What follows belongs to an exercise in optimizing a design on an open flow for small area, a short achievable clock period and few clock cycles per item; a production flow would make more cautious choices.
RTL that was checked went through simulation tests only; none was proved equivalent to the original.
For run 2, only the layout was checked, not whether the RTL still works.

==> flow/design.v, too long to show whole: its modules and the start of the top module <==
// module rms_sound_level_meter: 1569 lines
module rms_sound_level_meter #(
   parameter int MAX_BLOCK = 1024
) (
   input  logic                 clock,
   input  logic                 reset,
   input  logic                 req_valid,
   output logic                 req_stall,
   input  logic signed [31:0]   audio_word,
   input  logic                 block_end,
   output logic                 rsp_valid,
   input  logic                 rsp_stall,
   output logic signed [15:0]   level_db,
   output logic                 report_out,
   output logic                 silent,
   input  logic                 csr_we,
   input  logic [1:0]           csr_index,
   input  logic [14:0]          csr_wdata
);
  // ...
==> flow/flow/run.sh <==
#!/bin/bash
# The standard layout (standard.sh: ORFS synthesis with the standard flow's script,
# then floorplan to finish) with these changes to how it is optimized:
#  - Yosys's synth skips its early ABC pass (SYNTH_ARGS=-noabc), so the
#    full adders written in the RTL are extracted as they are, without
#    inverters between them; registers are the same as in the standard
#    synthesis;
#  - ORFS's repair_timing keeps a larger setup margin (flow/margin.txt), so
#    it sizes and buffers the critical paths;
#  - the port buffers are a plain buffer cell instead of the delay cell the
#    resizer picks by default.
# All output goes to make_finish.log here; ORFS's own logs are in orfs/logs.
set -euo pipefail
MARGIN=$(cat flow/margin.txt)
bash standard.sh SYNTH_ARGS=-noabc SETUP_SLACK_MARGIN=$MARGIN \
  "BUFFER_PORTS_ARGS=-buffer_cell sky130_fd_sc_hd__buf_4" finish > make_finish.log 2>&1
==> flow/flow/margin.txt <==
9.0
==> flow/standard.sh <==
#!/bin/bash
# synth_recipe.tcl (not shown) runs the flow's synth.tcl, then flattens the netlist and writes it again
# the make line also repeats each setting of config.mk as NAME=value (left out here)
make -C /OpenROAD-flow-scripts/flow DESIGN_CONFIG=/design/flow/config.mk WORK_HOME=/design/flow/orfs CLKGATE_MAP_FILE= SYNTH_SCRIPT=/design/flow/synth_recipe.tcl "${@:-finish}"
==> flow/config.mk <==
export PLATFORM = sky130hd
export DESIGN_NAME = rms_sound_level_meter
export DESIGN_NICKNAME = rms_sound_level_meter
export VERILOG_FILES = /design/flow/design.v
export SDC_FILE = /design/flow/constraint.sdc
export NUM_CORES = 4
export LEC_CHECK = 0
export CAP_MARGIN = 20
export CORE_MARGIN = 2
export CORE_UTILIZATION = 60
export CTS_CLUSTER_SIZE = 30
export SLEW_MARGIN = 20
==> flow/constraint.sdc <==
create_clock -name core_clock -period 13.0 [get_ports {clock}]
set_input_delay 2.6000 -clock core_clock [delete_from_list [all_inputs] [get_ports {clock}]]
set_output_delay 2.6000 -clock core_clock [all_outputs]
set_load 0.01 [all_outputs]
==> run summary, run 1 <==
Setup crit start kind=flip-flop; Hold Vio Cnt, Final=0; # rows=101; status=complete, no violations; largest cells by area after synthesis=fa_1, dfxtp_1, and2_1; Data buffer area share=0.0383; final slew viol count=0; most common cell after layout, fill and taps aside=and2_1; uppermost layer routed=met4; Sequential Area=10,700 µm²; Synth Area in Adders=0.365; Worst Setup End Kind=flip-flop; Core Util, Final=0.673; reg-to-reg slack, setup=9010 ps; R2R depth=16; async set-reset flop share out of synthesis=0; vias=33,700; GR Util met3=0.0421; Num CTS Buffers=60; hold_buf cts=0; Multi-input gate area=34,300 µm²; met2 WL=55,200 µm; most frequent cells after synthesis=and2_1, fa_1, dfxtp_1; fraction of area in multi-input gates=0.671; critical path's top delay family=compound AO/OA/AOI/OAI gates; syn_area_per_cell=9.99 µm²; routed vias/inst=5.91; largest stage delay on the critical path=560 ps; EDFF count, synth=69; Max-slew headroom=0.269; min-delay src=e_s_q; tap cells=1,030; vias in the first global route=34,000
Testbench counts, summed over its fixed seeds: cycles 19,485, samples 19,106.
==> run 2: changes to the inputs <==
--- a/flow/design.v
+++ b/flow/design.v
@@ -46,18 +46,18 @@
    logic signed [41:0] p_q;
    logic        h_first_q, h_dbl_q, h_e_q, h_s_q, h_n_q;
    logic        ld_f_q, ld_n_q, ld_r_q;
    logic        sil_c_q;
    logic        f1_q;
    logic [14:0] thr_q, ofs_q;
    logic signed [15:0] last_q;
    logic        have_q;
-   logic        rsp_valid_q;
-   logic signed [15:0] level_q;
+   logic        rsp_valid_q, rv_q;        
+   logic signed [15:0] level_q, lvl_q;   
    logic        report_q, silent_q;
    logic        accept, take, tk;
    logic [10:0] cnt_in_inc;
    assign req_stall  = st_q;
    assign accept     = req_valid & ~st_q;
    assign take       = (cnt_in_q < 11'(MAX_BLOCK));
    assign tk         = accept & take;
    assign cnt_in_inc = cnt_in_q + {10'd0, take};
@@ -1439,31 +1439,31 @@
       op_add = h_e_q ? (ln_q[5] & ~ls_q[5]) : (h_s_q & br_q);
       op_sub = h_e_q ? (ls_q[5] & ~ln_q[5]) : (h_n_q & br_q);
       h_base = h_first_q ? 42'd0 : (h_dbl_q ? {p_q[40:0], 1'b0} : p_q);
       h_op   = op_add ? KDB : (op_sub ? KDB_NEG : 42'd0);
    end
    logic [18:0]        lv;
    logic signed [15:0] level_new;
    logic               f1_fire;
-   assign f1_fire = (b_q == 6'd1) & ~rsp_valid_q;
+   assign f1_fire = (b_q == 6'd1) & ~rv_q;
    always_comb begin
       lv = {p_q[41], p_q[41:24]} + {4'd0, ofs_q} + {18'd0, p_q[23]};
       if (sil_c_q)
          level_new = 16'sd0;
       else if (lv[18:15] == 4'b0000 || lv[18:15] == 4'b1111)
          level_new = lv[15:0];
       else
          level_new = {lv[18], {15{~lv[18]}}};
    end
    logic [17:0] dpos, dneg;
    logic        report;
    always_comb begin
-      dpos   = {{2{level_q[15]}}, level_q} - {{2{last_q[15]}}, last_q} - {3'd0, thr_q};
-      dneg   = {{2{last_q[15]}}, last_q} - {{2{level_q[15]}}, level_q} - {3'd0, thr_q};
+      dpos   = {{2{lvl_q[15]}}, lvl_q} - {{2{last_q[15]}}, last_q} - {3'd0, thr_q};
+      dneg   = {{2{last_q[15]}}, last_q} - {{2{lvl_q[15]}}, lvl_q} - {3'd0, thr_q};
       report = ~have_q | ~dpos[17] | ~dneg[17];
    end
    logic [5:0] b_next;
    logic       pend_next, cap_next, capture;
    assign capture = cap_q;
    always_comb begin
       pend_next = e_t_q | (pend_q & ~capture);
       if (capture)
@@ -1476,17 +1476,17 @@
          b_next = b_q;
       cap_next = pend_next & (b_next == 6'd0);
    end
    logic in_end, int_p, int_one, int_two, le_soon, st_a, st_b, st_d;
    always_comb begin
       int_p   = pend_q & ~capture;
       int_two = (e_s_q & e_t_q) | (e_s_q & int_p) | (e_t_q & int_p);
       int_one = e_s_q | e_t_q | int_p;
-      le_soon = ~capture & (b_q <= 6'd3) & ~rsp_valid_q;
+      le_soon = ~capture & (b_q <= 6'd3) & ~rv_q;
       st_a    = int_one | ~le_soon;               
       st_b    = int_two | (int_one & ~le_soon);   
       in_end  = req_valid & block_end & ~st_q;
       st_d    = in_end ? st_a : st_b;
    end
    always_ff @(posedge clock) begin
       br_q <= fbit;
       mx_q <= csh[25:19];
@@ -1505,21 +1505,23 @@
             mr_q <= m_next;
          if (h_e_q) begin
             ls_q <= {ls_q[4:0], 1'b0};
             ln_q <= {ln_q[4:0], 1'b0};
          end
       end
       p_q <= h_base + h_op;       
       if (f1_fire) begin
-         level_q  <= level_new;
+         lvl_q    <= level_new;
          silent_q <= sil_c_q;
       end
-      if (f1_q)
+      if (f1_q) begin
+         level_q  <= lvl_q;
          report_q <= report;
+      end
       h_first_q <= (b_next == B_START);
       h_e_q     <= (b_next >= B_LAST_E);
       h_s_q     <= (b_next < B_LAST_E) & (b_next >= B_LAST_STEP) & b_next[0];
       h_n_q     <= (b_next < B_LAST_E) & (b_next >= B_LAST_STEP) & ~b_next[0];
       h_dbl_q   <= (b_next >= B_LAST_E) | ((b_next >= B_LAST_STEP) & b_next[0]);
       ld_f_q    <= (b_next == B_START);
       ld_n_q    <= (b_next == B_LOAD_N);
       ld_r_q    <= (b_next < B_LOAD_N);
@@ -1527,46 +1529,51 @@
       zero_q    <= reset | r1_q | cap_next;
       if (reset) begin
          st_q        <= 1'b0;
          cnt_in_q    <= 11'd0;
          e_s_q       <= 1'b0;
          tk_s_q      <= 1'b0;
          e_t_q       <= 1'b0;
          tk_t_q      <= 1'b0;
-         cnt_q       <= 11'd0;
          pend_q      <= 1'b0;
          cap_q       <= 1'b0;
          b_q         <= 6'd0;
          f1_q        <= 1'b0;
          rsp_valid_q <= 1'b0;
-         have_q      <= 1'b0;
-         last_q      <= 16'sd0;
-         thr_q       <= THRESHOLD_RESET;
-         ofs_q       <= OFFSET_RESET;
+         rv_q        <= 1'b0;
       end else begin
          st_q <= st_d;
          if (accept)
             cnt_in_q <= block_end ? 11'd0 : cnt_in_inc;
          e_s_q  <= accept & block_end;
          tk_s_q <= tk;
          e_t_q  <= e_s_q;
          tk_t_q <= tk_s_q;
-         cnt_q  <= (capture ? 11'd0 : cnt_q) + {10'd0, tk_t_q};
          pend_q <= pend_next;
          cap_q  <= cap_next;
          b_q    <= b_next;
          f1_q        <= f1_fire;
          rsp_valid_q <= f1_q | (rsp_valid_q & rsp_stall);
+         rv_q        <= f1_q | (rv_q & rsp_stall);
+      end
+      if (r1_q) begin
+         cnt_q  <= 11'd0;
+         have_q <= 1'b0;
+         last_q <= 16'sd0;
+      end else begin
+         cnt_q <= (capture ? 11'd0 : cnt_q) + {10'd0, tk_t_q};
          if (f1_q & report) begin
-            last_q <= level_q;
+            last_q <= lvl_q;
             have_q <= 1'b1;
          end
-         if (csr_we && csr_index == 2'd0) thr_q <= csr_wdata;
-         if (csr_we && csr_index == 2'd1) ofs_q <= csr_wdata;
       end
+      if (csr_we && !reset && csr_index == 2'd0) thr_q <= csr_wdata;
+      else if (r1_q)                            thr_q <= THRESHOLD_RESET;
+      if (csr_we && !reset && csr_index == 2'd1) ofs_q <= csr_wdata;
+      else if (r1_q)                            ofs_q <= OFFSET_RESET;
    end
    assign rsp_valid  = rsp_valid_q;
    assign level_db   = level_q;
    assign report_out = report_q;
    assign silent     = silent_q;
 endmodule
 `default_nettype wire
==> flow/config.mk (replaced) <==
export PLATFORM = sky130hd
export DESIGN_NAME = rms_sound_level_meter
export DESIGN_NICKNAME = rms_sound_level_meter
export VERILOG_FILES = /design/flow/design.v
export SDC_FILE = /design/flow/constraint.sdc
export NUM_CORES = 4
export LEC_CHECK = 0
export CAP_MARGIN = 20
export CORE_MARGIN = 2
export CORE_UTILIZATION = 40
export CTS_CLUSTER_SIZE = 30
export SLEW_MARGIN = 20
==> run summary, run 2 <==
routed vias/inst=5.43 (-8.2%); DP Wirelength=84,400 µm; largest registers=u1_q x59, acc_q x57, u2_q x57; syn_area_per_cell=10.3 µm² (+3.5%); Tmin final=3940 ps; Post-route DRC=0; Hold Path Stages=2; Skew-Pair Late Insertion Delay=640 ps; R2R Path Start=mr_q[5]; Worst Path Max Fanout=18; Netlist cell types=92; WP data arrival=4430 ps; Worst EP required=13,490 ps; post-synth top area share=0.283; R2R depth=8 (-8); TNS Setup=0 ps; CTS tree=yes; Vert. Die Dim=347 µm; clock skew=41.4 ps; DRT iter0 DRCs=2,213; Yosys warnings=1; RSZ-0062 raised after global routing=yes; async set-reset flop share out of synthesis=0 (unchanged); register area share after synthesis=0.245; cell with the most instances after synthesis=and2_1; Tcrit/Tclk final=0.303; total gr overflow=0; 1st-pass router iterations=6; share of cells above drive strength 1=0.100; synthesized area=47,000 µm²; vias in the first global route=34,600 (+1.8%); CTS Buffer Depth=3; first-pass GRT wire length=195,000 µm; Synth Register Bits=518; htree depth=3; met2 WL=55,800 µm (+1.1%); die area=120,000 µm²; post-synthesis cell count=4,550; Synth-to-Final Area Change=11.9%; uppermost layer routed=met4; Routed Wire Length=122,000 µm; reg-to-reg slack, setup=9060 ps (+50 ps); average wire per standard cell=19.9 µm; chip width=347 µm; Cells after DPL=5,928; status=complete, no violations; Root Driver=clkbuf_16; most common cell after layout, fill and taps aside=and2_1; EDFF count, synth=115 (+67%); Hold Vio Cnt, Final=0 (unchanged); I/O pin count=75; reg-to-reg endpoint=u2_q[38]; critical path class=flip-flop to flip-flop; clock-pin slew on the worst setup and hold paths=60 ps; Initial Util=0.404; Max-slew headroom=0.255 (-0.0144); layout filler cell count=11,000; largest net degree at the start of global routing=69; worst-margin pin slew=1120 ps; final slew viol count=0 (unchanged); f_max=254 MHz; Worst Setup End Kind=flip-flop; most frequent cells in the layout=and2_1, fa_1, dfxtp_1, nor2_1, ha_1; min-delay src=e_s_q; initial antenna violation count=3; setup violators final=0; Buffers on Ports=66; vias=33,300 (-1.4%); largest cells by area after synthesis=fa_1, dfxtp_1, and2_1; Reg with most FFs=u1_q; Setup crit start kind=flip-flop; max reg flops=59; DRT antenna net count=0; Critical Path End=u2_q[38]; max_cap viols=0; Net Count, Synth=5,548; Final Non-Filler Cells=6,123; largest area contributor in the netlist=fa_1; GP Congestion=0.886; met3 wire length=6170 µm; Core Region=116,000 µm²; gr usage total=0.203; Top FF cell, synth=dfxtp_1; Num CTS Buffers=67 (+12%); CTS Sinks=518; Hold Path Class=flip-flop to flip-flop; most frequent cells after synthesis=and2_1, fa_1, dfxtp_1; Worst setup startpoint=mr_q[5]; # rows=125 (+24%); DRT met1 WL=56,800 µm; Final nets=5,543
run 2: cells by family (layout without fill, tap and decap cells):
| logic type | after synthesis | in the layout | share of synthesized area |
|---|---|---|---|
| AND/OR/NAND/NOR | 1587 | 1587 | 0.186 |
| multiplexers | 171 | 171 | 0.0418 |
| XOR/XNOR | 161 | 161 | 0.0300 |
| adder cells (fa/ha/maj) | 943 | 943 | 0.357 |
| other | 0 | 2 | 0 |
| flip-flops | 518 | 518 | 0.245 |
| AO/OA/AOI/OAI | 743 | 743 | 0.105 |
| buffers and inverters | 427 | 474 | 0.0350 |
run 2: worst min path at each step:
| stage | endpoint | slack (ps) |
|---|---|---|
| finish | e_t_q | 450 |
| global route | e_t_q | 460 |
| CTS | e_t_q | 440 |
| detailed placement | tk_t_q | 440 |
| global placement | e_t_q | 430 |
| floorplan | t1_q[0] | 370 |
run 2: metrics by stage:
| stage | hold slack, ps | util | area, µm² | setup slack, ps |
|---|---|---|---|---|
| floorplan | 373 | - | 47200 | 8920 |
| global placement | 426 | 0.421 | 49000 | 8190 |
| detailed placement | 438 | 0.421 | 49000 | 8140 |
| CTS | 443 | 0.444 | 51700 | 8940 |
| global route | 461 | 0.452 | 52600 | 8930 |
| finish | 447 | 0.452 | 52600 | 9060 |
run 2: repair_timing:
| item | CTS | global route |
|---|---|---|
| resized for setup | 53 | 105 |
| endpoints found under the setup margin | 109 | 110 |
| setup buffers | 20 | 43 |
| hold buffers | 0 | 0 |
| pin swaps | 7 | 41 |
| gates cloned | 1 | 7 |
run 2: worst max-delay path, cell delays in order, from the launching register on:
cell	delay [ps]
edfxtp_1	460
buf_6	230
and2_1	200
fa_1	470
fa_1	540
fa_1	430
fa_1	480
fa_1	580
fa_1	420
run 2: cell type report:
class / count / area (µm²) / area share
antenna: 2 / 5.00 / 0.0000951
clock buffer: 89 / 1900 / 0.0362
clock inverter: 32 / 374 / 0.00711
inverter: 163 / 617 / 0.0117
multi-input combinational: 3605 / 34400 / 0.653
sequential: 518 / 11600 / 0.220
tap: 1524 / 1910 / 0.0362
timing repair buffer: 190 / 1870 / 0.0356
run 2: per-layer routing:
layer	up-vias	track usage
met5	-	0
met4	0	0.0564
met3	195	0.0258
met2	870	0.325
met1	16800	0.288
li1	15400	-

[separate check: timing with driven ports]
In the flow no input, the clock included, has a driving cell. The finished layouts below were timed again as built, in two steps. Step 1 sets driving cells, clkbuf_16 on the clock port and buf_2 on the other inputs (assumed; they add their load-dependent delay and slew). Step 2 times the ports against the registers' clock, not the clock port: input delays grow and output delays shrink by t, the midpoint of the rising clock arrivals with the driver on. Three values: ideal ports, drivers, drivers and shift; two values: the first two.
run	shift t [ns]	setup WS [ns]	clock arrival spread, ns	worst data-port slew with drivers (ns)
run 1	0.712	9.009 / 8.954 / 8.702	0.029 / 0.029	0.09
run 2	0.687	9.059 / 9.059 / 8.676	0.041 / 0.042	0.06
After both steps every run listed still meets setup and hold. For run 2, which loses most, drivers alone change the setup slack by 0.000 ns; drivers and shift together by -0.383 ns.
